What follows belongs to an exercise in optimizing a design on an open flow for small area and a short achievable clock period; a production flow would make more cautious choices.
At most, simulation tests tie the RTL to the original design; equivalence was not proved.
The RTL of run 2 was laid out without a check of its function.
The clock port is modelled as an ideal driver; clocking choices that lean on that would not hold on a real chip.
Power is estimated from default activity; no workload was simulated.

==> design/flow/design.v <==
`timescale 1ns/1ns
module hub75_soc (
    input  logic        core_clk,
    input  logic        arst_n,
    input  logic [31:0] host_addr,
    input  logic [31:0] host_wdata,
    input  logic [3:0]  host_wmask,
    input  logic        host_wen,
    input  logic        host_ren,
    output logic [31:0] host_rdata,
    output logic        host_done,
    output logic        panel_r0,
    output logic        panel_g0,
    output logic        panel_b0,
    output logic        panel_r1,
    output logic        panel_g1,
    output logic        panel_b1,
    output logic        panel_row_a,
    output logic        panel_row_b,
    output logic        panel_row_c,
    output logic        panel_row_d,
    output logic        panel_row_e,
    output logic        panel_clk,
    output logic        panel_stb,
    output logic        panel_oe,
    output logic        led
);
    localparam int WORDS  = 128;
    localparam int GROUPS = 43;    
    logic       mem_hit;
    logic       pp_hit;
    logic [6:0] idx;
    assign mem_hit = ~|host_addr[31:9];
    logic hit_hi;
    logic hit_lo;
    assign hit_hi = ~|host_addr[31:20];
    assign hit_lo = ~|host_addr[19:9];
    assign pp_hit  = host_addr[31:2] == 30'h0004_0000;
    assign idx     = host_addr[8:2];
    logic [15:0] dec_lo;       
    logic [7:0]  dec_hi;       
    logic [15:0] dec_lo_w;     
    logic [7:0]  dec_hi_w;     
    logic [3:0]  lane_we;      
    for (genvar j = 0; j < 16; j++) begin : g_dlo
        dec4   #(.VAL(j)) u_dec   (.a(idx[3:0]), .y(dec_lo[j]));
        dec4w  #(.VAL(j)) u_dec_w (.a(idx[3:0]), .y(dec_lo_w[j]));
    end
    for (genvar i = 0; i < 8; i++) begin : g_dhi
        dec3   #(.VAL(i)) u_dec   (.a(idx[6:4]), .y(dec_hi[i]));
        dec3w  #(.VAL(i)) u_dec_w (.a(idx[6:4]), .en(hit_lo), .y(dec_hi_w[i]));
    end
    for (genvar l = 0; l < 4; l++) begin : g_lane
        and3 u_lane (.a(host_wmask[l]), .b(host_wen), .c(hit_hi), .y(lane_we[l]));
    end
    logic [31:0] word_q [WORDS];
    for (genvar w = 0; w < WORDS; w++) begin : g_word
        for (genvar l = 0; l < 4; l++) begin : g_lane
            logic we;
            and3 u_we (.a(dec_hi_w[w/16]), .b(dec_lo_w[w%16]), .c(lane_we[l]), .y(we));
            always_ff @(posedge core_clk) begin
                if (we) word_q[w][l*8 +: 8] <= host_wdata[l*8 +: 8];
            end
        end
    end
    logic [31:0] pp_q;
    logic [31:0] pp_val;
    assign pp_val = pp_q;
    always_ff @(posedge core_clk or negedge arst_n) begin
        if (!arst_n) begin
            pp_q <= '0;
        end else if (host_wen && pp_hit) begin
            if (host_wmask[0]) pp_q[7:0]   <= host_wdata[7:0];
            if (host_wmask[1]) pp_q[15:8]  <= host_wdata[15:8];
            if (host_wmask[2]) pp_q[23:16] <= host_wdata[23:16];
            if (host_wmask[3]) pp_q[31:24] <= host_wdata[31:24];
        end
    end
    logic [31:0] rdata;
    logic [31:0] rd_a_n_d;
    logic [31:0] rd_b_n_d;
    logic [31:0] rd_p_n_d;
    logic [31:0] rd_a_n_q;
    logic [31:0] rd_b_n_q;
    logic [31:0] rd_p_n_q;
    logic        mem_hit_n;
    assign mem_hit_n = ~mem_hit;
    assign rd_p_n_d  = ~(pp_val & {32{pp_hit}});
    for (genvar b = 0; b < 32; b++) begin : g_rbit
        logic [7:0] grp_n;    
        for (genvar i = 0; i < 8; i++) begin : g_grp
            logic [5:0] l1_n;   
            logic [1:0] l2;     
            for (genvar k = 0; k < 5; k++) begin : g_l1
                ao222_n u_ao (
                    .a0 (word_q[16*i+3*k][b]),   .s0 (dec_lo[3*k]),
                    .a1 (word_q[16*i+3*k+1][b]), .s1 (dec_lo[3*k+1]),
                    .a2 (word_q[16*i+3*k+2][b]), .s2 (dec_lo[3*k+2]),
                    .y  (l1_n[k])
                );
            end
            nand2 u_last (.a(word_q[16*i+15][b]), .b(dec_lo[15]), .y(l1_n[5]));
            nand3 u_l2a (.a(l1_n[0]), .b(l1_n[1]), .c(l1_n[2]), .y(l2[0]));
            nand3 u_l2b (.a(l1_n[3]), .b(l1_n[4]), .c(l1_n[5]), .y(l2[1]));
            oa21_n u_l3 (.a0(l2[0]), .a1(l2[1]), .b(dec_hi[i]), .y(grp_n[i]));
        end
        ao41 u_ra (.a(grp_n[0]), .b(grp_n[1]), .c(grp_n[2]), .d(grp_n[3]), .e(mem_hit_n), .y(rd_a_n_d[b]));
        ao41 u_rb (.a(grp_n[4]), .b(grp_n[5]), .c(grp_n[6]), .d(grp_n[7]), .e(mem_hit_n), .y(rd_b_n_d[b]));
    end
    always_ff @(posedge core_clk) begin
        rd_a_n_q <= rd_a_n_d;
        rd_b_n_q <= rd_b_n_d;
        rd_p_n_q <= rd_p_n_d;
    end
    assign rdata = ~(rd_a_n_q & rd_b_n_q & rd_p_n_q);
    logic done_q;
    always_ff @(posedge core_clk or negedge arst_n) begin
        if (!arst_n) done_q <= 1'b0;
        else         done_q <= host_ren | host_wen;
    end
    assign host_rdata  = rdata;
    assign host_done   = done_q;
    assign panel_r0    = pp_q[8];
    assign panel_r1    = pp_q[9];
    assign panel_g0    = pp_q[10];
    assign panel_g1    = pp_q[11];
    assign panel_b0    = pp_q[12];
    assign panel_b1    = pp_q[13];
    assign panel_row_a = pp_q[16];
    assign panel_row_b = pp_q[17];
    assign panel_row_c = pp_q[18];
    assign panel_row_d = pp_q[19];
    assign panel_row_e = pp_q[20];
    assign panel_stb   = pp_q[21];
    assign panel_oe    = pp_q[22];
    assign panel_clk   = pp_q[24];
    assign led         = ~pp_q[0];
endmodule
module ao222_n (
    input  logic a0, s0, a1, s1, a2, s2,
    output logic y
);
    assign y = ~((a0 & s0) | (a1 & s1) | (a2 & s2));
endmodule
module ao41 (
    input  logic a, b, c, d, e,
    output logic y
);
    assign y = (a & b & c & d) | e;
endmodule
module nand3 (
    input  logic a, b, c,
    output logic y
);
    assign y = ~(a & b & c);
endmodule
module nand2 (
    input  logic a, b,
    output logic y
);
    assign y = ~(a & b);
endmodule
module and3 (
    input  logic a, b, c,
    output logic y
);
    assign y = a & b & c;
endmodule
module and2 (
    input  logic a, b,
    output logic y
);
    assign y = a & b;
endmodule
module oa21_n (
    input  logic a0, a1, b,
    output logic y
);
    assign y = ~((a0 | a1) & b);
endmodule
module dec4 #(
    parameter int VAL = 0
) (
    input  logic [3:0] a,
    output logic       y
);
    assign y = a == 4'(VAL);
endmodule
module dec4w #(
    parameter int VAL = 0
) (
    input  logic [3:0] a,
    output logic       y
);
    assign y = a == 4'(VAL);
endmodule
module dec3 #(
    parameter int VAL = 0
) (
    input  logic [2:0] a,
    output logic       y
);
    assign y = a == 3'(VAL);
endmodule
module dec3w #(
    parameter int VAL = 0
) (
    input  logic [2:0] a,
    input  logic       en,
    output logic       y
);
    assign y = en & (a == 3'(VAL));
endmodule
==> design/flow/flow/run.sh <==
#!/bin/bash
# Standard ORFS layout, with three changes:
# - the setup-slack margin is applied only from clock tree synthesis on
#   (with ideal clocks before CTS the margin would make the resizer upsize
#   every input-to-register path for nothing);
# - explicit CTS clustering;
# - after placement, port buffers that came out as delay cells are made
#   plain buffers (flow/swap_ports.tcl).
# Each step's full output goes to a log file in this folder.
set -euo pipefail
MARGIN=2.5
RES=orfs/results/sky130hd/hub75_soc/base
bash standard.sh synth > log_synth.txt 2>&1
bash standard.sh floorplan > log_floorplan.txt 2>&1
bash standard.sh place > log_place.txt 2>&1
ODB_FILE=$RES/3_place.odb openroad -no_init -exit flow/swap_ports.tcl > log_swap_ports.txt 2>&1
SETUP_SLACK_MARGIN=$MARGIN \
CTS_ARGS="-sink_clustering_enable -repair_clock_nets -sink_clustering_size 25 -sink_clustering_max_diameter 80" \
  bash standard.sh cts > log_cts.txt 2>&1
SETUP_SLACK_MARGIN=$MARGIN bash standard.sh route > log_route.txt 2>&1
SETUP_SLACK_MARGIN=$MARGIN bash standard.sh finish > log_finish.txt 2>&1
test -f out/final.def
==> design/flow/flow/swap_ports.tcl <==
# Give each port a plain buffer: port buffering picks a delay cell
# (clkdlybuf4s50), which the footprint-matched resizer can only swap for
# other delay cells. Replaces those port buffers with buf_4 in place.
read_liberty $::env(FLOW_HOME)/platforms/sky130hd/lib/sky130_fd_sc_hd__tt_025C_1v80.lib
read_db $::env(ODB_FILE)
set block [ord::get_db_block]
set n 0
foreach bt [$block getBTerms] {
  set net [$bt getNet]
  if {$net eq "NULL"} continue
  foreach it [$net getITerms] {
    set inst [$it getInst]
    set m [[$inst getMaster] getName]
    if {[string match "*clkdlybuf*" $m] || [string match "*dlygate*" $m]} {
      replace_cell [$inst getName] sky130_fd_sc_hd__buf_4
      incr n
    }
  }
}
puts "replaced $n port buffers"
write_db $::env(ODB_FILE)
==> design/flow/standard.sh <==
#!/bin/bash
# synth_recipe.tcl (not shown) runs the flow's synth.tcl, then flattens the netlist and writes it again
# the make line also repeats each setting of config.mk as NAME=value (left out here)
make -C /OpenROAD-flow-scripts/flow DESIGN_CONFIG=/design/flow/config.mk WORK_HOME=/design/flow/orfs CLKGATE_MAP_FILE= SYNTH_SCRIPT=/design/flow/synth_recipe.tcl "${@:-finish}"
==> design/flow/config.mk <==
export PLATFORM = sky130hd
export DESIGN_NAME = hub75_soc
export DESIGN_NICKNAME = hub75_soc
export VERILOG_FILES = /design/flow/design.v
export SDC_FILE = /design/flow/constraint.sdc
export NUM_CORES = 4
export LEC_CHECK = 0
export CAP_MARGIN = 20
export CORE_MARGIN = 2
export CORE_UTILIZATION = 60
export SLEW_MARGIN = 20
export SYNTH_HIERARCHICAL = 1
export SYNTH_MEMORY_MAX_BITS = 16384
export SYNTH_MINIMUM_KEEP_SIZE = 0
==> design/flow/constraint.sdc <==
create_clock -name core_clock -period 5.0 [get_ports {core_clk}]
set_input_delay 1.0000 -clock core_clock [delete_from_list [all_inputs] [get_ports {core_clk}]]
set_output_delay 1.0000 -clock core_clock [all_outputs]
set_load 0.01 [all_outputs]
==> impl_metrics.py, run 1 <==
metrics = {
    "final_layout": {
        "final_common_cell": "edfxtp_1",
        "regArea_sq_um": 126000,
        "drive_gt1_frac": 0.167,
        "syn_to_final_growth_pct": 11.3,
        "layoutNonFillerInstCount": 11400,
        "multi_input_area_sq_um": 24800,
        "final_util": 0.672,
        "fill_cells": 16200,
        "fin_nets": 7955,
        "most-common-layout-cells": "edfxtp_1 (4,096), a222oi_1 (1,280), nand3_1 (513), and3_2 (418), nand2_1 (292)",
    },
    "worst_setup_path": {
        "worstRegToRegCells": 4,
        "critical_path_arrival_ns": 3.45,
        "critPathSlowestCell": "a222oi_1",
        "required_ns": 5.82,
        "max_stage_delay_ns": 0.54,
        "startpoint": "host_addr[3]",
        "cp-start-kind": "input port",
        "cp_common_cell": "buf_12",
        "endpoint": "rd_b_n_q[15]",
        "cp_max_fo": 66,
        "endpoint_kind": "flop",
        "r2r-start": "word_q[60][20]",
        "reg2reg_slack_ns": 3.09,
        "r2r-end": "rd_a_n_q[20]",
        "path_class": "in2reg",
        "critical_path.cell_chain": "buf_12 > buf_16 > and4bb_4 > buf_12 > buf_12 > a222oi_1 > nand3_1 > o21ai_1 > a41o_1",
    },
    "timing": {
        "relSlewSlack": 0.237,
        "finalSetupViolCount": 0,
        "slew_viol_final": 0,
        "min_period_over_period": 0.527,
        "fin_crit_ns": 2.63,
        "final_hold_viol_count": 0,
        "fmax_ghz": 0.380,
        "fin_skew_ns": 0.0323,
        "grt_setup_unrepaired": "yes",
        "tightestPinTransition_ns": 1.14,
    },
    "min_path": {
        "hp-class": "in2async",
    },
    "logic_synthesis": {
        "synth_edf_count": 4096,
        "syn-num-nets": 7355,
        "synthArstFlopShare": 0.00781,
        "ys_seq_area_frac": 0.845,
        "synth_area_sq_um": 149000,
        "synth_cell_types": 28,
        "syn_inst": 7283,
        "synth_ff_type": "edfxtp_1",
        "yosys_warnings": 9,
        "ys_ff_latch": 4225,
        "syn_avg_cell_area_sq_um": 20.4,
    },
    "floorplan": {
        "core-area_sq_um": 246000,
        "fp.dieH_um": 502,
        "die_x_um": 502,
        "dieArea_sq_um": 252000,
        "start_util": 0.604,
        "placementRows": 182,
        "pin_count": 120,
    },
    "power_and_ir_drop": {
        "power_density_nw_per_um2": 356,
        "p_leak_nw": 52.4,
        "ir_drop_v": 0.000364,
    },
    "global_routing": {
        "grt_pass1_vias": 78500,
        "grt_first_pass_wirelength_mm": 575,
        "grt_overflow": 0,
        "grt_max_degree": 113,
        "antenna_found_initial": 44,
        "grt.total_usage": 0.321,
    },
    "clocking": {
        "cts-root-buf": "clkbuf_16",
        "cts_tree": "done",
        "ctsHoldBuffers": 0,
        "cts_buffer_depth": 3,
        "numCtsBuffers": 190,
        "clkSlewWorstSetupHoldPaths_ns": 0.10,
        "worstSkewPairLatency_ns": 0.89,
        "htreeDepth": 4,
        "clock-sinks": 4225,
    },
    "route": {
        "route.detailed.drc": 0,
        "via_per_inst": 7.30,
        "first_pass_iters": 13,
        "first_iter_violations": 17200,
        "drt-total-wl_mm": 416,
        "final_antenna_net_count": 2,
        "wl_per_cell_um": 36.4,
        "vias": 83400,
    },
    "status": {
        "status": "finished with violations",
        "failed_checks": "antenna rules",
    },
    "run": {
        "maxCapViolations": 0,
    },
    "place": {
        "io_buffer_count": 117,
        "dp.cells": 10900,
        "detailed_place_hpwl_mm": 228,
        "gp_congestion": 0.816,
    },
}
## power breakdown
part | switching, mW | internal (mW) | total [mW]
clock | 10.4 | 7.65 | 18.1
sequential | 0.000112 | 38.7 | 38.7
combinational | 1.70 | 0.554 | 2.25
## metrics by stage
step	setup slack [ns]	hold WS (ns)	power, mW	TNS [ns]	area, sq um
6_report	2.37	0.246	59.0	0	166000
5_1_grt	2.42	0.237	60.4	0	165000
4_1_cts	2.42	0.210	59.1	0	165000
3_5_place_dp	0.844	0.428	41.7	0	157000
3_3_place_gp	0.877	0.424	41.6	0	157000
2_1_floorplan	-2.79	0.411	40.3	-177.84	149000
## critical path, delay by kind of cell
family                 cells  cell delay [ns]
AO/OA/AOI/OAI              3             1.14
buffers and inverters      4             0.80
AND/OR/NAND/NOR            2             0.36
## worst min path at each step
stage,end,cells after the start,startpoint
6_report,pp_q[21],1,arst_n
5_1_grt,pp_q[21],1,arst_n
4_1_cts,pp_q[21],1,arst_n
3_5_place_dp,rd_p_n_q[15],1,pp_q[15]
3_3_place_gp,rd_p_n_q[27],1,pp_q[27]
2_1_floorplan,rd_p_n_q[14],1,pp_q[14]
## cell usage after synthesis, types with 4 or more instances
cell type | n | area [sq um]
edfxtp_1 | 4096 | 123000
a222oi_1 | 1280 | 12800
nand3_1 | 545 | 2730
and3_1 | 517 | 3230
nand2_1 | 293 | 1100
o21ai_1 | 256 | 1280
dfxtp_1 | 96 | 1920
a41o_1 | 64 | 641
dfrtp_1 | 33 | 826
mux2_4 | 32 | 480
and4bb_2 | 15 | 188
and4b_1 | 11 | 110
nor4b_2 | 9 | 135
nor4_4 | 5 | 106
nor3_4 | 4 | 65.1
## repair_timing
item | CTS | global route
gates cloned | 19 | 10
resized for setup | 720 | 88
setup buffers | 37 | 21
pin swaps | 60 | 37
setup endpoints to repair | 3879 | 3201
## final cells by class
class,count,share of cell area
Antenna cell,89,0.00134
Clock buffer,313,0.0327
Clock inverter,23,0.00139
Inverter,1,0.0000227
Multi-Input combinational cell,3067,0.150
Sequential cell,4225,0.760
Tap cell,3312,0.0250
Timing Repair Buffer,398,0.0299
## state kept, by name (all words and copies together), names as in the netlist
name,cells
rd_a_n_q,32
done_q,1
rd_p_n_q,32
pp_q,32
word_q,4096
rd_b_n_q,32
## modules after synthesis (local to each module, per instance), excerpt
module,flip-flops and latches,area (sq um),cells,copies in the design
oa21_n,0,5.00,1,256
nand2,0,3.75,1,256
hub75_soc,4225,127000,4351,1
nand3,0,5.00,1,512
and3,0,6.26,1,516
ao222_n,0,10.0,1,1280
ao41,0,10.0,1,64
## cell families (layout without fill, tap and decap cells)
kind of cell,count (synthesis),after routing,share of synthesized area
flip-flops,4225,4225,0.845
AO/OA/AOI/OAI,1600,1600,0.0990
AND/OR/NAND/NOR,1422,1435,0.0531
multiplexers,32,32,0.00323
buffers and inverters,4,735,0.000101
other,0,89,0
## layer usage
layer,vias up,wire length [um],track usage
met1,43000,156000,0.470
met5,-,75,0
met3,512,48400,0.0493
met2,5418,199000,0.504
li1,34500,-,-
met4,10,12100,0.107
==> run 2, diff against run 1 <==
--- a/design/flow/design.v
+++ b/design/flow/design.v
@@ -63,14 +63,22 @@
             end
         end
     end
-    logic [31:0] pp_q;
+    logic [31:1] pp_q;
+    logic        pp0_n;
     logic [31:0] pp_val;
-    assign pp_val = pp_q;
+    assign pp_val = {pp_q, ~pp0_n};
+    always_ff @(posedge core_clk or negedge arst_n) begin
+        if (!arst_n) begin
+            pp0_n <= 1'b1;
+        end else if (host_wen && pp_hit && host_wmask[0]) begin
+            pp0_n <= ~host_wdata[0];
+        end
+    end
     always_ff @(posedge core_clk or negedge arst_n) begin
         if (!arst_n) begin
             pp_q <= '0;
         end else if (host_wen && pp_hit) begin
-            if (host_wmask[0]) pp_q[7:0]   <= host_wdata[7:0];
+            if (host_wmask[0]) pp_q[7:1]   <= host_wdata[7:1];
             if (host_wmask[1]) pp_q[15:8]  <= host_wdata[15:8];
             if (host_wmask[2]) pp_q[23:16] <= host_wdata[23:16];
             if (host_wmask[3]) pp_q[31:24] <= host_wdata[31:24];
@@ -134,7 +142,7 @@
     assign panel_stb   = pp_q[21];
     assign panel_oe    = pp_q[22];
     assign panel_clk   = pp_q[24];
-    assign led         = ~pp_q[0];
+    assign led         = pp0_n;
 endmodule
 module ao222_n (
     input  logic a0, s0, a1, s1, a2, s2,
==> impl_metrics.py, run 2 <==
metrics = {
    "timing": {
        "grt_setup_unrepaired": "yes",
        "setup_tns_ns": 0,
        "finalSetupViolCount": 0,
        "min_period_over_period": 0.518,
        "relSlewSlack": 0.196,
        "fin_skew_ns": 0.0253,
        "slew_viol_final": 0,
        "fmax_ghz": 0.386,
        "fin_crit_ns": 2.59,
        "tightestPinTransition_ns": 1.20,
        "final_hold_viol_count": 0,
    },
    "clocking": {
        "cts_buffer_depth": 3,
        "clock-sinks": 4225,
        "worstSkewPairLatency_ns": 0.88,
        "cts-root-buf": "clkbuf_16",
        "htreeDepth": 4,
        "ctsHoldBuffers": 0,
        "cts_tree": "done",
        "clkSlewWorstSetupHoldPaths_ns": 0.10,
        "numCtsBuffers": 189,
    },
    "final_layout": {
        "syn_to_final_growth_pct": 11.4,
        "post-route-cell-area_sq_um": 166000,
        "drive_gt1_frac": 0.173,
        "final_common_cell": "edfxtp_1",
        "final_util": 0.673,
        "most-common-layout-cells": "edfxtp_1 (4,096), a222oi_1 (1,280), nand3_1 (512), and3_2 (429), nand2_1 (292)",
        "fin_nets": 7983,
        "fill_cells": 16100,
        "largest_register": "word_q",
        "largest_reg_flops": 4096,
    },
    "logic_synthesis": {
        "synth_top_area_cell": "edfxtp_1",
        "syn-num-nets": 7355,
        "yosys_warnings": 9,
        "synth_cell_types": 31,
        "synth_largest_type_area_fraction": 0.827,
        "ys_ff_latch": 4225,
        "synthArstFlopShare": 0.00781,
        "synth_common_cells": "edfxtp_1 (4,096), a222oi_1 (1,280), nand3_1 (545)",
        "synthTopCellsByArea": "edfxtp_1 (83%), a222oi_1 (8.6%), and3_1 (2.2%)",
        "syn_avg_cell_area_sq_um": 20.4,
        "yosys.cell_count.top_type": "edfxtp_1",
        "synth_ff_type": "edfxtp_1",
        "synth_area_sq_um": 149000,
        "syn_inst": 7283,
        "ys_seq_area_frac": 0.845,
        "synth_edf_count": 4096,
    },
    "worst_setup_path": {
        "critical_path_arrival_ns": 1.59,
        "required_ns": 4.00,
        "critical_path.cell_chain": "buf_6",
        "cp-start-kind": "flop",
        "critPathBufInv": 1,
        "endpoint_kind": "primary output",
        "critPathSlowestCell": "dfstp_2",
        "path_class": "reg2out",
        "cp_max_fo": 2,
        "max_stage_delay_ns": 0.60,
        "crit_family": "flip-flops",
    },
    "place": {
        "gp_congestion": 0.819,
        "dpl_cell_area_sq_um": 157000,
        "io_buffer_count": 117,
        "detailed_place_hpwl_mm": 230,
    },
    "floorplan": {
        "pin_count": 120,
        "core-area_sq_um": 246000,
        "fp.dieH_um": 502,
        "dieArea_sq_um": 252000,
        "placementRows": 182,
        "start_util": 0.604,
        "die_x_um": 502,
    },
    "route": {
        "wl_per_cell_um": 36.3,
        "via_per_inst": 7.31,
        "final_antenna_net_count": 0,
        "vias": 83600,
        "first_iter_violations": 17400,
        "route.detailed.drc": 0,
        "first_pass_iters": 13,
        "drt-total-wl_mm": 415,
    },
    "global_routing": {
        "antenna_found_initial": 43,
        "grt_max_degree": 129,
        "grt_pass1_vias": 79200,
        "grt.total_usage": 0.322,
        "grt_first_pass_wirelength_mm": 577,
        "grt_overflow": 0,
    },
    "status": {
        "status": "finished clean",
    },
    "power_and_ir_drop": {
        "ir_drop_v": 0.000352,
        "p_total_mw": 59.0,
        "power_density_nw_per_um2": 356,
        "p_leak_nw": 52.4,
    },
    "run": {
        "maxCapViolations": 0,
    },
    "min_path": {
        "hp-class": "in2async",
    },
}
## run 2: cell families (layout without fill, tap and decap cells)
logic type      count (synthesis)  after routing  share of synthesized area
mux                            32             32                    0.00259
simple gates                 1422           1430                     0.0530
compound gates               1600           1600                     0.0990
flops                        4225           4225                      0.845
other cells                     0             76                          0
buf+inv                         4            760                   0.000101
## run 2: routing by layer
| layer | track usage | up-vias | wire length, um |
|---|---|---|---|
| li1 | - | 34500 | - |
| met1 | 0.468 | 43300 | 157000 |
| met2 | 0.509 | 5263 | 200000 |
| met5 | 0 | - | 126 |
| met3 | 0.0522 | 531 | 47100 |
| met4 | 0.0949 | 20 | 12000 |
## run 2: per-stage QoR
| step | std cells | hold slack [ns] | setup WS [ns] |
|---|---|---|---|
| floorplan | 7283 | 0.407 | -2.79 |
| global route | 11400 | 0.233 | 2.36 |
| global placement | 10900 | 0.418 | 0.684 |
| detailed placement | 10900 | 0.423 | 0.669 |
| CTS | 11300 | 0.208 | 2.35 |
| finish | 11400 | 0.276 | 2.41 |
## run 2: path summary, 6_finish.rpt
path	start	endpoint	slack (ns)	cells after the start
worst min-delay path	arst_n	pp_q[4]	0.28	1
worst min register to register	pp_q[25]	rd_p_n_q[25]	0.43	1
worst max register to register	word_q[22][15]	rd_a_n_q[15]	3.16	4
worst max-delay path	pp0_n	led	2.41	1
min in group core_clock	pp_q[25]	rd_p_n_q[25]	0.43	1
max in group asynchronous	arst_n	pp_q[8]	4.01	1
## run 2: per-module statistics from Yosys, one instance, submodules excluded, a selection
module     copies in the design  area [sq um]
and3                        516          6.26
ao222_n                    1280          10.0
hub75_soc                     1        127000
nand3                       512          5.00
ao41                         64          10.0
oa21_n                      256          5.00
nand2                       256          3.75
## run 2: cell type report
type	instances	area, sq um	share of cell area
clock inverter	19	206	0.00125
clock buffer	308	5440	0.0328
sequential	4225	126000	0.759
multi-input combinational	3062	24800	0.149
antenna	76	190	0.00115
timing repair buffer	432	5160	0.0311
inverter	1	3.75	0.0000226
tap	3312	4140	0.0250
## run 2: repair_timing
item | CTS | global route
setup buffers | 56 | 8
gates resized for setup | 676 | 158
gates cloned | 15 | 13
endpoints found under the setup margin | 4195 | 1931
pin swaps | 56 | 51
## run 2: power breakdown
part / total [mW] / switching [mW] / internal [mW]
logic: 2.25 / 1.70 / 0.555
clock network: 18.0 / 10.3 / 7.70
registers: 38.7 / 0.000123 / 38.7
total: 59.0 / 12.0 / 47.0
==> run 3, diff against run 2 <==
--- a/design/flow/design.v
+++ b/design/flow/design.v
@@ -30,7 +30,16 @@
     logic       mem_hit;
     logic       pp_hit;
     logic [6:0] idx;
-    assign mem_hit = ~|host_addr[31:9];
+    logic [5:0] hit_part;
+    logic [1:0] hit_half_n;
+    for (genvar k = 0; k < 5; k++) begin : g_hitp
+        nor4 u_hp (.a(host_addr[9+4*k]), .b(host_addr[10+4*k]), .c(host_addr[11+4*k]),
+                   .d(host_addr[12+4*k]), .y(hit_part[k]));
+    end
+    nor3  u_hp5 (.a(host_addr[29]), .b(host_addr[30]), .c(host_addr[31]), .y(hit_part[5]));
+    nand3 u_hh0 (.a(hit_part[0]), .b(hit_part[1]), .c(hit_part[2]), .y(hit_half_n[0]));
+    nand3 u_hh1 (.a(hit_part[3]), .b(hit_part[4]), .c(hit_part[5]), .y(hit_half_n[1]));
+    nor2  u_hit (.a(hit_half_n[0]), .b(hit_half_n[1]), .y(mem_hit));
     logic hit_hi;
     logic hit_lo;
     assign hit_hi = ~|host_addr[31:20];
@@ -47,7 +56,7 @@
         dec4w  #(.VAL(j)) u_dec_w (.a(idx[3:0]), .y(dec_lo_w[j]));
     end
     for (genvar i = 0; i < 8; i++) begin : g_dhi
-        dec3   #(.VAL(i)) u_dec   (.a(idx[6:4]), .y(dec_hi[i]));
+        dec3w  #(.VAL(i)) u_dec   (.a(idx[6:4]), .en(mem_hit), .y(dec_hi[i]));
         dec3w  #(.VAL(i)) u_dec_w (.a(idx[6:4]), .en(hit_lo), .y(dec_hi_w[i]));
     end
     for (genvar l = 0; l < 4; l++) begin : g_lane
@@ -63,22 +72,14 @@
             end
         end
     end
-    logic [31:1] pp_q;
-    logic        pp0_n;
+    logic [31:0] pp_q;
     logic [31:0] pp_val;
-    assign pp_val = {pp_q, ~pp0_n};
-    always_ff @(posedge core_clk or negedge arst_n) begin
-        if (!arst_n) begin
-            pp0_n <= 1'b1;
-        end else if (host_wen && pp_hit && host_wmask[0]) begin
-            pp0_n <= ~host_wdata[0];
-        end
-    end
+    assign pp_val = pp_q;
     always_ff @(posedge core_clk or negedge arst_n) begin
         if (!arst_n) begin
             pp_q <= '0;
         end else if (host_wen && pp_hit) begin
-            if (host_wmask[0]) pp_q[7:1]   <= host_wdata[7:1];
+            if (host_wmask[0]) pp_q[7:0]   <= host_wdata[7:0];
             if (host_wmask[1]) pp_q[15:8]  <= host_wdata[15:8];
             if (host_wmask[2]) pp_q[23:16] <= host_wdata[23:16];
             if (host_wmask[3]) pp_q[31:24] <= host_wdata[31:24];
@@ -91,8 +92,6 @@
     logic [31:0] rd_a_n_q;
     logic [31:0] rd_b_n_q;
     logic [31:0] rd_p_n_q;
-    logic        mem_hit_n;
-    assign mem_hit_n = ~mem_hit;
     assign rd_p_n_d  = ~(pp_val & {32{pp_hit}});
     for (genvar b = 0; b < 32; b++) begin : g_rbit
         logic [7:0] grp_n;    
@@ -112,8 +111,8 @@
             nand3 u_l2b (.a(l1_n[3]), .b(l1_n[4]), .c(l1_n[5]), .y(l2[1]));
             oa21_n u_l3 (.a0(l2[0]), .a1(l2[1]), .b(dec_hi[i]), .y(grp_n[i]));
         end
-        ao41 u_ra (.a(grp_n[0]), .b(grp_n[1]), .c(grp_n[2]), .d(grp_n[3]), .e(mem_hit_n), .y(rd_a_n_d[b]));
-        ao41 u_rb (.a(grp_n[4]), .b(grp_n[5]), .c(grp_n[6]), .d(grp_n[7]), .e(mem_hit_n), .y(rd_b_n_d[b]));
+        and4 u_ra (.a(grp_n[0]), .b(grp_n[1]), .c(grp_n[2]), .d(grp_n[3]), .y(rd_a_n_d[b]));
+        and4 u_rb (.a(grp_n[4]), .b(grp_n[5]), .c(grp_n[6]), .d(grp_n[7]), .y(rd_b_n_d[b]));
     end
     always_ff @(posedge core_clk) begin
         rd_a_n_q <= rd_a_n_d;
@@ -142,7 +141,7 @@
     assign panel_stb   = pp_q[21];
     assign panel_oe    = pp_q[22];
     assign panel_clk   = pp_q[24];
-    assign led         = pp0_n;
+    assign led         = ~pp_q[0];
 endmodule
 module ao222_n (
     input  logic a0, s0, a1, s1, a2, s2,
@@ -150,11 +149,29 @@
 );
     assign y = ~((a0 & s0) | (a1 & s1) | (a2 & s2));
 endmodule
-module ao41 (
-    input  logic a, b, c, d, e,
-    output logic y
-);
-    assign y = (a & b & c & d) | e;
+module and4 (
+    input  logic a, b, c, d,
+    output logic y
+);
+    assign y = a & b & c & d;
+endmodule
+module nor4 (
+    input  logic a, b, c, d,
+    output logic y
+);
+    assign y = ~(a | b | c | d);
+endmodule
+module nor3 (
+    input  logic a, b, c,
+    output logic y
+);
+    assign y = ~(a | b | c);
+endmodule
+module nor2 (
+    input  logic a, b,
+    output logic y
+);
+    assign y = ~(a | b);
 endmodule
 module nand3 (
     input  logic a, b, c,
@@ -201,14 +218,6 @@
     output logic       y
 );
     assign y = a == 4'(VAL);
-endmodule
-module dec3 #(
-    parameter int VAL = 0
-) (
-    input  logic [2:0] a,
-    output logic       y
-);
-    assign y = a == 3'(VAL);
 endmodule
 module dec3w #(
     parameter int VAL = 0
==> impl_metrics.py, run 3 <==
metrics = {
    "status": {
        "status": "finished clean",
    },
    "worst_setup_path": {
        "cp-start-kind": "input port",
        "critical_path_arrival_ns": 3.39,
        "critPathSlowestCell": "a222oi_1",
        "worstRegToRegCells": 4,
        "cp_common_cell": "buf_12",
        "path_class": "in2reg",
        "required_ns": 5.78,
        "r2r-end": "rd_a_n_q[5]",
        "r2r-start": "word_q[32][5]",
        "critical_path.cell_chain": "buf_12 > and4bb_4 > buf_12 > buf_16 > a222oi_1 > nand3_1 > o21ai_1 > and4_1",
        "startpoint": "host_addr[3]",
        "endpoint_kind": "flop",
        "cp_max_fo": 39,
        "max_stage_delay_ns": 0.49,
        "critPathBufInv": 3,
        "crit_family": "compound AO/OA/AOI/OAI gates",
        "reg2reg_slack_ns": 3.12,
        "cp_num_cells": 8,
    },
    "clocking": {
        "cts_buffer_depth": 3,
        "cts-root-buf": "clkbuf_16",
        "numCtsBuffers": 190,
        "cts_tree": "done",
        "clock-sinks": 4225,
        "clkSlewWorstSetupHoldPaths_ns": 0.09,
        "htreeDepth": 4,
        "ctsHoldBuffers": 0,
        "worstSkewPairLatency_ns": 0.87,
    },
    "route": {
        "drt-total-wl_mm": 406,
        "first_pass_iters": 15,
        "vias": 83300,
        "final_antenna_net_count": 0,
        "first_iter_violations": 16600,
        "via_per_inst": 7.34,
        "wl_per_cell_um": 35.8,
        "route.detailed.drc": 0,
    },
    "place": {
        "io_buffer_count": 117,
        "gp_congestion": 0.829,
        "detailed_place_hpwl_mm": 232,
    },
    "logic_synthesis": {
        "yosys_warnings": 9,
        "synth_largest_type_area_fraction": 0.826,
        "synthArstFlopShare": 0.00781,
        "ys_seq_area_frac": 0.845,
        "synth_edf_count": 4096,
        "synthTopCellsByArea": "edfxtp_1 (83%), a222oi_1 (8.6%), and3_1 (2.2%)",
        "syn-num-nets": 7366,
        "syn_inst": 7294,
        "synth_area_sq_um": 149000,
        "synth_common_cells": "edfxtp_1 (4,096), a222oi_1 (1,280), nand3_1 (547)",
        "ys_ff_latch": 4225,
        "synth_top_area_cell": "edfxtp_1",
        "yosys.cell_count.top_type": "edfxtp_1",
        "synth_ff_type": "edfxtp_1",
        "syn_avg_cell_area_sq_um": 20.4,
        "synth_cell_types": 28,
    },
    "timing": {
        "finalSetupViolCount": 0,
        "setup_tns_ns": 0,
        "final_hold_viol_count": 0,
        "holdWs_ns": 0.315,
        "fmax_ghz": 0.383,
        "relSlewSlack": 0.228,
        "fin_crit_ns": 2.61,
        "min_period_over_period": 0.522,
        "fin_skew_ns": 0.0270,
        "tightestPinTransition_ns": 1.16,
        "slew_viol_final": 0,
        "grt_setup_unrepaired": "yes",
    },
    "final_layout": {
        "syn_to_final_growth_pct": 11.4,
        "fill_cells": 16200,
        "fin_nets": 7953,
        "final_common_cell": "edfxtp_1",
        "largest_reg_flops": 4096,
        "largest_register": "word_q",
        "multi_input_area_sq_um": 25600,
        "regArea_sq_um": 126000,
        "most-common-layout-cells": "edfxtp_1 (4,096), a222oi_1 (1,280), nand3_1 (513), nand2_1 (294), and3_4 (260)",
        "drive_gt1_frac": 0.171,
    },
    "global_routing": {
        "antenna_found_initial": 35,
        "grt_first_pass_wirelength_mm": 569,
        "grt_overflow": 0,
        "grt_pass1_vias": 78600,
        "grt.total_usage": 0.315,
        "grt_max_degree": 108,
    },
    "floorplan": {
        "start_util": 0.604,
        "fp.dieH_um": 502,
        "die_x_um": 502,
        "pin_count": 120,
        "core-area_sq_um": 246000,
        "dieArea_sq_um": 252000,
        "placementRows": 182,
    },
    "power_and_ir_drop": {
        "ir_drop_v": 0.000391,
        "p_leak_nw": 51.8,
        "power_density_nw_per_um2": 354,
        "p_total_mw": 58.6,
    },
    "min_path": {
        "min_path_cells": 2,
        "hold_path_end": "done_q",
        "hold_path_startpoint": "host_ren",
        "hp-class": "in2reg",
    },
    "run": {
        "maxCapViolations": 0,
    },
}
-- run 3: cell types whose count changed in the layout (fill, tap and decap cells not counted), sizes merged, moves of 5 or more --
cell / change
and4: +65
buf: -29
clkinvlp: +5
a41o: -64
diode: -54
nor4: +7
clkbuf: -19
-- run 3: report_power, final --
part           total (mW)  internal, mW  leakage, nW  switching [mW]
clock network        17.9          7.55         2.66            10.3
logic                2.07         0.504         11.1            1.56
registers            38.7          38.7         38.0        0.000102
total                58.6          46.8         51.8            11.9
-- run 3: final cells by class --
class                   count  area share
clock inverters            23     0.00135
well taps                3312      0.0250
inverters                   1   0.0000226
flip-flops and latches   4225       0.759
diodes                     22    0.000332
clock buffers             297      0.0322
repair buffers            394      0.0278
multi-input cells        3069       0.154
-- run 3: cell families after synthesis --
logic type,Yosys count,synth area share
multiplexers,32,0.00323
buffers and inverters,4,0.000101
AND/OR/NAND/NOR,1497,0.0573
AO/OA/AOI/OAI,1536,0.0947
flip-flops,4225,0.845
-- run 3: per-module statistics from Yosys, one instance, submodules excluded, a selection --
module	flip-flops and latches	area (sq um)	times used	cells
nand2	0	3.75	256	1
oa21_n	0	5.00	256	1
ao222_n	0	10.0	1280	1
and4	0	8.76	64	1
nor4	0	12.5	5	1
nand3	0	5.00	514	1
nor2	0	3.75	1	1
nor3	0	10.0	1	1
hub75_soc	4225	127000	1	4353
and3	0	6.26	516	1
-- run 3: timing repair --
action | in CTS | in global routing
gates cloned | 5 | 8
buffers inserted | 21 | 13
pin swaps | 18 | 32
gates resized for setup | 685 | 366
endpoints found under the setup margin | 4193 | 3403
-- run 3: worst max path at each step --
stage	to	slack [ns]
detailed placement	rd_b_n_q[6]	0.61
finish	rd_a_n_q[16]	2.39
global route	host_rdata[7]	2.42
global placement	word_q[59][14]	0.69
floorplan	rd_a_n_q[0]	-2.73
CTS	host_rdata[7]	2.41
-- run 3: routing by layer --
| metal | vias up | GRT usage | part of all wire |
|---|---|---|---|
| met3 | 426 | 0.0525 | 0.12 |
| met2 | 5363 | 0.481 | 0.47 |
| met4 | 8 | 0.0740 | 0.022 |
| met1 | 43200 | 0.484 | 0.39 |
| met5 | - | 0 | 0.00014 |
| li1 | 34300 | - | - |
-- run 3: stage by stage --
step	std cells	util	instance area, sq um	setup slack, ns
6_report	11300	0.673	166000	2.39
2_1_floorplan	7294	-	149000	-2.73
3_3_place_gp	11000	0.638	157000	0.690
5_1_grt	11300	0.673	166000	2.42
3_5_place_dp	11000	0.638	157000	0.611
4_1_cts	11300	0.667	164000	2.41
-- run 3: worst register-to-register path: cells and delay by family (launching register included) --
family	cells	cell delay, ns
AO/OA/AOI/OAI	2	0.94
AND/OR/NAND/NOR	2	0.52
flip-flops	1	0.37
==> run 4, diff against run 3 <==
--- a/design/flow/design.v
+++ b/design/flow/design.v
@@ -46,13 +46,14 @@
     assign hit_lo = ~|host_addr[19:9];
     assign pp_hit  = host_addr[31:2] == 30'h0004_0000;
     assign idx     = host_addr[8:2];
-    logic [15:0] dec_lo;       
+    logic [15:0] dec_lo [2];   
     logic [7:0]  dec_hi;       
     logic [15:0] dec_lo_w;     
     logic [7:0]  dec_hi_w;     
     logic [3:0]  lane_we;      
     for (genvar j = 0; j < 16; j++) begin : g_dlo
-        dec4   #(.VAL(j)) u_dec   (.a(idx[3:0]), .y(dec_lo[j]));
+        dec4   #(.VAL(j)) u_dec0  (.a(idx[3:0]), .y(dec_lo[0][j]));
+        dec4   #(.VAL(j)) u_dec1  (.a(idx[3:0]), .y(dec_lo[1][j]));
         dec4w  #(.VAL(j)) u_dec_w (.a(idx[3:0]), .y(dec_lo_w[j]));
     end
     for (genvar i = 0; i < 8; i++) begin : g_dhi
@@ -100,13 +101,13 @@
             logic [1:0] l2;     
             for (genvar k = 0; k < 5; k++) begin : g_l1
                 ao222_n u_ao (
-                    .a0 (word_q[16*i+3*k][b]),   .s0 (dec_lo[3*k]),
-                    .a1 (word_q[16*i+3*k+1][b]), .s1 (dec_lo[3*k+1]),
-                    .a2 (word_q[16*i+3*k+2][b]), .s2 (dec_lo[3*k+2]),
+                    .a0 (word_q[16*i+3*k][b]),   .s0 (dec_lo[b/16][3*k]),
+                    .a1 (word_q[16*i+3*k+1][b]), .s1 (dec_lo[b/16][3*k+1]),
+                    .a2 (word_q[16*i+3*k+2][b]), .s2 (dec_lo[b/16][3*k+2]),
                     .y  (l1_n[k])
                 );
             end
-            nand2 u_last (.a(word_q[16*i+15][b]), .b(dec_lo[15]), .y(l1_n[5]));
+            nand2 u_last (.a(word_q[16*i+15][b]), .b(dec_lo[b/16][15]), .y(l1_n[5]));
             nand3 u_l2a (.a(l1_n[0]), .b(l1_n[1]), .c(l1_n[2]), .y(l2[0]));
             nand3 u_l2b (.a(l1_n[3]), .b(l1_n[4]), .c(l1_n[5]), .y(l2[1]));
             oa21_n u_l3 (.a0(l2[0]), .a1(l2[1]), .b(dec_hi[i]), .y(grp_n[i]));
--- a/design/flow/flow/run.sh
+++ b/design/flow/flow/run.sh
@@ -5,7 +5,8 @@
 #   every input-to-register path for nothing);
 # - explicit CTS clustering;
 # - after placement, port buffers that came out as delay cells are made
-#   plain buffers (flow/swap_ports.tcl).
+#   plain buffers (flow/swap_ports.tcl);
+# - more antenna repair rounds after routing, so no antenna violation is left.
 # Each step's full output goes to a log file in this folder.
 set -euo pipefail
 MARGIN=2.5
@@ -17,6 +18,7 @@
 SETUP_SLACK_MARGIN=$MARGIN \
 CTS_ARGS="-sink_clustering_enable -repair_clock_nets -sink_clustering_size 25 -sink_clustering_max_diameter 80" \
   bash standard.sh cts > log_cts.txt 2>&1
-SETUP_SLACK_MARGIN=$MARGIN bash standard.sh route > log_route.txt 2>&1
+SETUP_SLACK_MARGIN=$MARGIN MAX_REPAIR_ANTENNAS_ITER_GRT=10 MAX_REPAIR_ANTENNAS_ITER_DRT=20 \
+  bash standard.sh route > log_route.txt 2>&1
 SETUP_SLACK_MARGIN=$MARGIN bash standard.sh finish > log_finish.txt 2>&1
 test -f out/final.def
==> impl_metrics.py, run 4 <==
metrics = {
    "worst_setup_path": {
        "reg2reg_slack_ns": 3.11,
        "r2r-start": "word_q[16][11]",
        "endpoint_kind": "primary output",
        "cp_max_fo": 1,
        "cp-start-kind": "flop",
        "critical_path_arrival_ns": 1.56,
        "endpoint": "host_rdata[31]",
        "worstRegToRegCells": 4,
        "startpoint": "rd_b_n_q[31]",
        "required_ns": 4.00,
        "path_class": "reg2out",
        "r2r-end": "rd_a_n_q[11]",
    },
    "global_routing": {
        "grt_overflow": 0,
        "grt.total_usage": 0.317,
        "grt_first_pass_wirelength_mm": 570,
        "use_met3": 0.0544,
        "met2_usage": 0.486,
        "grt_pass1_vias": 78200,
        "grt_use_met1": 0.476,
        "antenna_found_initial": 35,
        "grt_busiest_layer": "met2",
        "grt_max_degree": 129,
    },
    "final_layout": {
        "fill_cells": 16200,
        "largest_reg_flops": 4096,
        "multi_input_area_sq_um": 26200,
        "post-route-cell-area_sq_um": 167000,
        "final_common_cell": "edfxtp_1",
        "drive_gt1_frac": 0.176,
        "syn_to_final_growth_pct": 11.9,
        "fin_nets": 8005,
        "regArea_sq_um": 126000,
        "largest_register": "word_q",
        "most-common-layout-cells": "edfxtp_1 (4,096), a222oi_1 (1,280), nand3_1 (512), and3_4 (312), nand2_1 (294)",
    },
    "route": {
        "final_antenna_net_count": 0,
        "drt-total-wl_mm": 420,
        "first_iter_violations": 17300,
        "wl_per_cell_um": 36.7,
        "vias": 84200,
        "route.detailed.drc": 0,
        "via_per_inst": 7.36,
        "first_pass_iters": 14,
    },
    "timing": {
        "fin_crit_ns": 2.56,
        "tightestPinTransition_ns": 1.13,
        "final_hold_viol_count": 0,
        "setup_tns_ns": 0,
        "min_period_over_period": 0.512,
        "slew_viol_final": 0,
        "relSlewSlack": 0.246,
        "fin_skew_ns": 0.0294,
        "fmax_ghz": 0.391,
        "finalSetupViolCount": 0,
        "grt_setup_unrepaired": "yes",
    },
    "clocking": {
        "worstSkewPairLatency_ns": 0.90,
        "clock-sinks": 4225,
        "cts-root-buf": "clkbuf_16",
        "ctsHoldBuffers": 0,
        "cts_buffer_depth": 3,
        "numCtsBuffers": 190,
        "clkSlewWorstSetupHoldPaths_ns": 0.10,
        "cts_tree": "done",
        "htreeDepth": 4,
    },
    "logic_synthesis": {
        "synth_largest_type_area_fraction": 0.825,
        "ys_seq_area_frac": 0.844,
        "synth_edf_count": 4096,
        "ys_ff_latch": 4225,
        "synth_top_area_cell": "edfxtp_1",
        "synth_cell_types": 28,
        "synth_ff_type": "edfxtp_1",
        "synthArstFlopShare": 0.00781,
        "synth_common_cells": "edfxtp_1 (4,096), a222oi_1 (1,280), nand3_1 (547)",
        "yosys.cell_count.top_type": "edfxtp_1",
        "syn-num-nets": 7382,
        "synth_area_sq_um": 149000,
        "yosys_warnings": 10,
        "syn_avg_cell_area_sq_um": 20.4,
        "synthTopCellsByArea": "edfxtp_1 (83%), a222oi_1 (8.6%), and3_1 (2.2%)",
        "syn_inst": 7310,
    },
    "floorplan": {
        "placementRows": 182,
        "die_x_um": 502,
        "dieArea_sq_um": 252000,
        "fp.dieH_um": 502,
        "start_util": 0.605,
        "core-area_sq_um": 246000,
        "pin_count": 120,
    },
    "power_and_ir_drop": {
        "p_leak_nw": 52.0,
        "combPwrFrac": 0.037,
        "ir_drop_v": 0.000375,
        "seqPwrFrac": 0.657,
        "power.switching_mw": 12.1,
        "clock_power_share": 0.307,
        "power_density_nw_per_um2": 353,
        "swShare": 0.205,
        "p_total_mw": 59.0,
        "internal-power_mw": 46.9,
    },
    "place": {
        "dpl_cell_area_sq_um": 157000,
        "detailed_place_hpwl_mm": 230,
        "gp_congestion": 0.817,
        "io_buffer_count": 117,
    },
    "min_path": {
        "hp-class": "in2async",
    },
    "status": {
        "status": "finished clean",
    },
    "run": {
        "maxCapViolations": 0,
    },
}
run 4: changes by cell type after synthesis, sizes merged:
cell	change
and4bb	+6
and4b	+4
nor4b	+4
and4	+1
nor4	+1
run 4: how the worst min path moves through the flow:
stage | from | end | slack (ns) | depth (start not counted)
floorplan | pp_q[14] | rd_p_n_q[14] | 0.41 | 1
global placement | pp_q[2] | rd_p_n_q[2] | 0.42 | 1
detailed placement | pp_q[6] | rd_p_n_q[6] | 0.43 | 1
CTS | arst_n | pp_q[10] | 0.22 | 1
global route | arst_n | pp_q[9] | 0.24 | 1
finish | arst_n | pp_q[10] | 0.24 | 1
run 4: modules after synthesis, one instance, submodules excluded, a selection:
module / copies in the design / flip-flops and latches
ao222_n: 1280 / 0
nor4: 5 / 0
nand2: 256 / 0
and3: 516 / 0
oa21_n: 256 / 0
hub75_soc: 1 / 4225
and4: 64 / 0
nor3: 1 / 0
nand3: 514 / 0
nor2: 1 / 0
run 4: critical path, stage by stage, from the launching register on:
cell     delay, ns
dfxtp_2       0.39
nand3_4       0.13
buf_6         0.15
run 4: per-stage QoR:
stage / instances / worst slack [ns] / hold slack [ns] / utilization
global route: 11400 / 2.40 / 0.239 / 0.677
finish: 11400 / 2.44 / 0.241 / 0.677
global placement: 11000 / 0.773 / 0.423 / 0.638
floorplan: 7310 / 0.162 / 0.411 / -
detailed placement: 11000 / 0.782 / 0.429 / 0.638
CTS: 11300 / 2.26 / 0.219 / 0.667
run 4: what timing repair did:
item | 4_1_cts | 5_1_grt
setup endpoints to repair | 4216 | 3942
gates cloned | 7 | 28
pin swaps | 33 | 33
gates resized for setup | 682 | 429
buffers inserted | 37 | 21
run 4: cell families (layout without fill, tap and decap cells):
group           count (synthesis)  after routing  synth area share
flops                        4225           4225             0.844
compound gates               1536           1536            0.0945
simple gates                 1513           1538            0.0586
mux                            32             32           0.00322
buf+inv                         4            758          0.000101
other cells                     0             44                 0
run 4: cell type report:
cell class | count | area share
sequential | 4225 | 0.755
antenna | 44 | 0.000660
clock inverter | 18 | 0.00133
multi-input combinational | 3106 | 0.157
tap | 3312 | 0.0248
inverter | 1 | 0.0000225
timing repair buffer | 409 | 0.0285
clock buffer | 330 | 0.0327
run 4: per-layer routing:
layer  wire length [um]  vias up
li1                   -    34600
met4              10800        0
met1             162000    43800
met5                  0        -
met2             197000     5395
met3              50500      473
run 4: power groups by stage:
stage,Clock (mW),Sequential [mW],Combinational (mW)
2_1_floorplan,0,39.6,0.687
3_3_place_gp,0,39.6,1.95
3_5_place_dp,0,39.6,2.00
4_1_cts,18.2,38.7,2.02
5_1_grt,19.4,38.7,2.25
6_report,18.1,38.7,2.15

what the ideal ports hide:
The flow's constraints put no driver on any port. The routed layouts listed below were extracted and timed again, unchanged, in two steps. Step 1, drivers: a clkbuf_16 drives core_clk and a buf_2 each remaining input, both assumed. Step 2 adds t to the input delays and takes it off the output delays; t is the mean of the earliest and latest rising clock arrival at the registers after step 1. Input paths then give back, and output paths get back, about the clock's delay inside the block. Slacks: no drivers / after step 1 / after step 2; pairs: no drivers / after step 1.
| run | t, ns | setup slack, ns | hold slack, ns | clock arrival spread, ns | slew at the worst register clock pin (ns) |
|---|---|---|---|---|---|
| run 1 | 0.976 | 2.367 / 2.314 / 1.338 | 0.246 / 0.166 / 0.438 | 0.045 / 0.045 | 0.10 / 0.10 |
| run 2 | 0.964 | 2.408 / 2.313 / 1.446 | 0.276 / 0.208 / 0.435 | 0.040 / 0.040 | 0.10 / 0.10 |
| run 3 | 0.956 | 2.392 / 2.296 / 1.340 | 0.315 / 0.248 / 0.432 | 0.035 / 0.035 | 0.10 / 0.10 |
| run 4 | 0.977 | 2.442 / 2.221 / 1.244 | 0.241 / 0.174 / 0.444 | 0.040 / 0.040 | 0.11 / 0.11 |
The setup slack of run 4, which loses most, moves by -0.221 ns with the drivers and by -1.198 ns with both steps.
